From an optimization exercise on the open Yosys and OpenROAD flow, aimed at small area and a short achievable clock period; shortcuts taken in it are not production practice.
At most, simulation tests tie the RTL to the original design; equivalence was not proved.

==> flow/design.v (excerpt) <==
module cic_iq_decim #(
  parameter int DIN_W    = 16,
  parameter int DOUT_W   = 16,
  parameter int STAGES   = 4,
  parameter int MAX_RATE = 16,
  parameter int GAIN_W   = 16,
  localparam int RATE_W  = $clog2(MAX_RATE + 1),
  localparam int ACC_W   = DIN_W + STAGES * $clog2(MAX_RATE),
  localparam int SHIFT_W = $clog2(ACC_W)
) (
  input  logic                     clk,
  input  logic                     rst,
  input  logic                     s_axis_data_tvalid,
  input  logic signed [DIN_W-1:0]  s_axis_data_tdata_real,
  input  logic signed [DIN_W-1:0]  s_axis_data_tdata_imag,
  input  logic                     cfg_load,
  input  logic [RATE_W-1:0]        cfg_rate,
  input  logic [SHIFT_W-1:0]       cfg_shift,
  input  logic [GAIN_W-1:0]        cfg_gain,
  output logic                     m_axis_data_tvalid,
  output logic signed [DOUT_W-1:0] m_axis_data_tdata_real,
  output logic signed [DOUT_W-1:0] m_axis_data_tdata_imag
);
clock: 9.5 ns
lec_check: 0
abc_area: 1
cap_margin: 20
core_margin: 2
core_utilization: 40
slew_margin: 20
standard.sh (not shown) runs the stock make flow with config.mk's settings and CLKGATE_MAP_FILE= SYNTH_SCRIPT=/design/flow/synth_recipe.tcl, a recipe that flattens the netlist after the stock synthesis.
==> flow/flow/run.sh <==
#!/bin/bash
# Standard ORFS layout, with repair_timing asked to reach a larger setup slack than the
# constraint needs (the SDC is unchanged). Each tool's output stays in orfs/logs/.
set -euo pipefail
cd "$(dirname "$0")/.."
export SETUP_SLACK_MARGIN=${MARGIN:-6.4}
bash standard.sh > standard.log 2>&1
Change:
--- a/flow/design.v
+++ b/flow/design.v
@@ -70,17 +70,17 @@
   end
   logic [W-1:0] integ  [2][4][L];
   logic         icar   [2][4][L];   
   logic [W:0]   isum   [2][4][L];
   always_comb begin
     for (int c = 0; c < 2; c++)
       for (int k = 0; k < 4; k++)
         for (int j = 0; j < L; j++)
-          isum[c][k][j] = {1'b0, integ[c][k][j]}
+          isum[c][k][j] = {1'b0, (k == 3 && fv[3 + j + c]) ? {W{1'b0}} : integ[c][k][j]}
                         + {1'b0, (k == 0) ? xd[c][j][j*W +: W]
                                           : (vv[k + j + c] ? integ[c][k-1][j] : {W{1'b0}})}
                         + (W+1)'((j == 0) ? 1'b0 : icar[c][k][j-1]);
   end
   always_ff @(posedge clk) begin
     for (int c = 0; c < 2; c++)
       for (int k = 0; k < 4; k++)
         for (int j = 0; j < L; j++) begin
@@ -97,38 +97,38 @@
       cnt <= '0;
       fv  <= '0;
     end else begin
       if (v_q)
         cnt <= fe ? 4'd0 : cnt + 4'd1;
       fv <= {fv[NFV-2:0], fe};
     end
   end
-  logic [W-1:0] da  [4][L];         
-  logic [W-1:0] db  [4][L];         
-  logic         cbr [4][L];         
-  logic [W-1:0] cin [5][L];         
-  logic [W:0]   csum [4][L];
+  logic [W-1:0] da  [1:3][L];       
+  logic [W-1:0] db  [1:3][L];       
+  logic         cbr [1:3][L];       
+  logic [W-1:0] cin [1:4][L];       
+  logic [W:0]   csum [1:3][L];
   logic [W-1:0] cmid [L];           
   always_comb begin
     for (int j = 0; j < L; j++) begin
-      cin[0][j] = fv[4 + j] ? integ[1][3][j] : integ[0][3][j];
+      cin[1][j] = fv[4 + j] ? integ[1][3][j] : integ[0][3][j];
       cin[2][j] = cmid[j];
-      for (int k = 0; k < 4; k++) begin
+      for (int k = 1; k < 4; k++) begin
         csum[k][j] = {1'b0, cin[k][j]} + {1'b0, ~da[k][j]}
                    + (W+1)'((j == 0) ? 1'b1 : cbr[k][j-1]);
         if (k != 1)
           cin[k+1][j] = csum[k][j][W-1:0];
       end
     end
   end
   always_ff @(posedge clk) begin
     for (int j = 0; j < L; j++) begin
       cmid[j] <= csum[1][j][W-1:0];
-      for (int k = 0; k < 4; k++) begin
+      for (int k = 1; k < 4; k++) begin
         cbr[k][j] <= csum[k][j][W];
         if (flush_q) begin
           da[k][j] <= '0;
           db[k][j] <= '0;
         end else if (k < 2 ? (fv[3 + j] | fv[4 + j]) : (fv[4 + j] | fv[5 + j])) begin
           da[k][j] <= db[k][j];
           db[k][j] <= cin[k][j];
         end
Effect: Worst hold slack barely changes; utilization barely changes; final cell count came out lower by a few percent; sequential cell count came out lower by 67; fmax barely changes; final area came out lower by a few percent; routed wire length came out lower by a little under a tenth; via count came out lower by a few percent; synthesized cell count came out lower by a few percent; die area came out lower by a few percent; sequential share of layout area came out lower by 0.48 points; clock skew came out higher by 0.021 ns.
For the first run of this note, only the layout was checked, not whether the RTL still works.

* * *

cic_iq_decim, a different RTL version from the one above (not shown whole).
For scale: about 970 flip-flops, roughly 95 I/O pins, about 51000 um2 of cells after synthesis.
==> flow/config.mk <==
export PLATFORM = sky130hd
export DESIGN_NAME = cic_iq_decim
export DESIGN_NICKNAME = cic_iq_decim
export VERILOG_FILES = /design/flow/design.v
export SDC_FILE = /design/flow/constraint.sdc
export NUM_CORES = 4
export LEC_CHECK = 0
export CAP_MARGIN = 20
export CORE_MARGIN = 2
export CORE_UTILIZATION = 40
export SLEW_MARGIN = 20
==> flow/constraint.sdc <==
create_clock -name core_clock -period 9.5 [get_ports {clk}]
set_input_delay 1.9000 -clock core_clock [delete_from_list [all_inputs] [get_ports {clk}]]
set_output_delay 1.9000 -clock core_clock [all_outputs]
set_load 0.01 [all_outputs]
Scripts as last shown in full above: flow/flow/run.sh
Then changed:
--- a/flow/design.v
+++ b/flow/design.v
@@ -17,21 +17,21 @@
   input  logic [RATE_W-1:0]        cfg_rate,
   input  logic [SHIFT_W-1:0]       cfg_shift,
   input  logic [GAIN_W-1:0]        cfg_gain,
   output logic                     m_axis_data_tvalid,
   output logic signed [DOUT_W-1:0] m_axis_data_tdata_real,
   output logic signed [DOUT_W-1:0] m_axis_data_tdata_imag
 );
   localparam int W   = 8;            
   localparam int L   = 32 / W;       
   localparam int NVV = L + 4;        
-  localparam int NFV = L + 8;        
+  localparam int NFV = L + 9;        
   logic [3:0]  rm1;                  
   logic [4:0]  shift_r;
   logic [15:0] gain_r;
   always_ff @(posedge clk) begin
     if (rst) begin
       rm1     <= 4'd1;
       shift_r <= '0;
       gain_r  <= 16'd16384;
     end else if (cfg_load) begin
       if (cfg_rate < 5'd2)
@@ -287,21 +287,24 @@
   logic mb1_s215, mb1_c216;
   logic mb1_s217, mb1_c218;
   logic mb1_s219, mb1_c220;
   logic mb1_s221, mb1_c222;
   logic mb1_s223, mb1_c224;
   logic mb1_s225, mb1_c226;
   logic mb1_s227, mb1_c228;
   logic mb1_s229, mb1_c230;
   logic mb1_s231, mb1_c232;
   logic mb1_s233, mb1_c234;
-  logic [29:0] mx, my, p;
+  logic [29:0] mx, my;
+  logic [14:0] plo;
+  logic [15:0] mxh, myh, p;
+  logic        pc14;
   assign bneg0 = ur[3];
   assign bs1_0 = ur[3] ? (ur[2] & (ur[1] ^ ur[0])) : (~ur[2] & (ur[1] ^ ur[0]));
   assign bs2_0 = (~ur[2] & ur[1] & ur[0]) | (ur[2] & ~ur[1] & ~ur[0]);
   assign bs3_0 = ur[3] ? (~ur[2] & (ur[1] ^ ur[0])) : (ur[2] & (ur[1] ^ ur[0]));
   assign bs4_0 = ur[3] ? (~ur[2] & ~ur[1] & ~ur[0]) : (ur[2] & ur[1] & ur[0]);
   assign bm0 = (({18{bs1_0}} & {2'b0, gain_r}) | ({18{bs2_0}} & {1'b0, gain_r, 1'b0}) | ({18{bs3_0}} & g3) | ({18{bs4_0}} & {gain_r, 2'b0})) ^ {18{bneg0}};
   assign bneg1 = ur[6];
   assign bs1_1 = ur[6] ? (ur[5] & (ur[4] ^ ur[3])) : (~ur[5] & (ur[4] ^ ur[3]));
   assign bs2_1 = (~ur[5] & ur[4] & ur[3]) | (ur[5] & ~ur[4] & ~ur[3]);
   assign bs3_1 = ur[6] ? (~ur[5] & (ur[4] ^ ur[3])) : (ur[5] & (ur[4] ^ ur[3]));
@@ -642,21 +645,22 @@
   assign mx[25] = mb1_s225;
   assign my[25] = mb1_c224;
   assign mx[26] = mb1_s227;
   assign my[26] = mb1_c226;
   assign mx[27] = mb1_s229;
   assign my[27] = mb1_c228;
   assign mx[28] = mb1_s231;
   assign my[28] = mb1_c230;
   assign mx[29] = mb1_s233;
   assign my[29] = mb1_c232;
-  assign p = mx + my;
+  assign plo = {1'b0, mx[13:0]} + {1'b0, my[13:0]};
+  assign p = mxh + myh + 16'(pc14);
   always_ff @(posedge clk) begin
     mr0[0] <= bm0[0];
     mr1[0] <= bneg0;
     mr2[0] <= 1'b0;
     mr3[0] <= 1'b0;
     mr0[1] <= bm0[1];
     mr1[1] <= 1'b0;
     mr2[1] <= 1'b0;
     mr3[1] <= 1'b0;
     mr0[2] <= bm0[2];
@@ -764,18 +768,21 @@
     mr2[27] <= ma1_c118;
     mr3[27] <= ma1_c120;
     mr0[28] <= ma1_s125;
     mr1[28] <= ma1_s127;
     mr2[28] <= ma1_c122;
     mr3[28] <= ma1_c124;
     mr0[29] <= ma1_s129;
     mr1[29] <= ma1_s131;
     mr2[29] <= ma1_c126;
     mr3[29] <= ma1_c128;
+    mxh <= mx[29:14];
+    myh <= my[29:14];
+    pc14 <= plo[14];
   end
   always_ff @(posedge clk) begin
-    if (fv[L + 6])
-      m_axis_data_tdata_real <= p[29:14];
-    m_axis_data_tdata_imag <= p[29:14];
-    m_axis_data_tvalid <= fv[L + 7] & ~flush_q & ~rst & ~cfg_load;
+    if (fv[L + 7])
+      m_axis_data_tdata_real <= p;
+    m_axis_data_tdata_imag <= p;
+    m_axis_data_tvalid <= fv[L + 8] & ~flush_q & ~rst & ~cfg_load;
   end
 endmodule
What happened: The new run finished clean; die area is higher slightly; sequential share of layout area is higher by 0.46 points; maximum frequency is higher by roughly a tenth; design area is higher by a few percent; via count is higher by a few percent.
No functional check of the RTL was part of any run of this note.

==> what the ideal ports hide <==
Ports are ideal in the flow. The routed layouts listed here were re-timed in OpenROAD. Step 1 (the two cells are an assumption about what drives the block):
set clk [get_ports {clk}]
set_driving_cell -lib_cell sky130_fd_sc_hd__clkbuf_16 $clk
set_driving_cell -lib_cell sky130_fd_sc_hd__buf_2 [delete_from_list [all_inputs] $clk]
Step 2 adds t to the input delays and takes it off the output delays; t is the mean of the earliest and latest rising clock arrival at the registers after step 1. Input paths then give back, and output paths get back, about the clock's delay inside the block. Three values: ideal ports, drivers, drivers and shift; two values: the first two.
run	shift t [ns]	setup WS [ns]	worst setup path after step 2	pins driven straight from the clock port
the first run of note 1	0.778	6.388 / 6.315 / 5.822	input to register	1
the second run of note 1	0.748	6.392 / 6.324 / 5.898	input to register	1
the first run of note 2	0.767	5.913 / 5.913 / 5.912	input to register	1
the second run of note 2	0.780	6.351 / 6.332 / 6.038	input to register	1
After both steps every run listed still meets setup and hold. For the first run of note 1, which loses most, drivers alone change the setup slack by -0.073 ns; drivers and shift together by -0.566 ns.
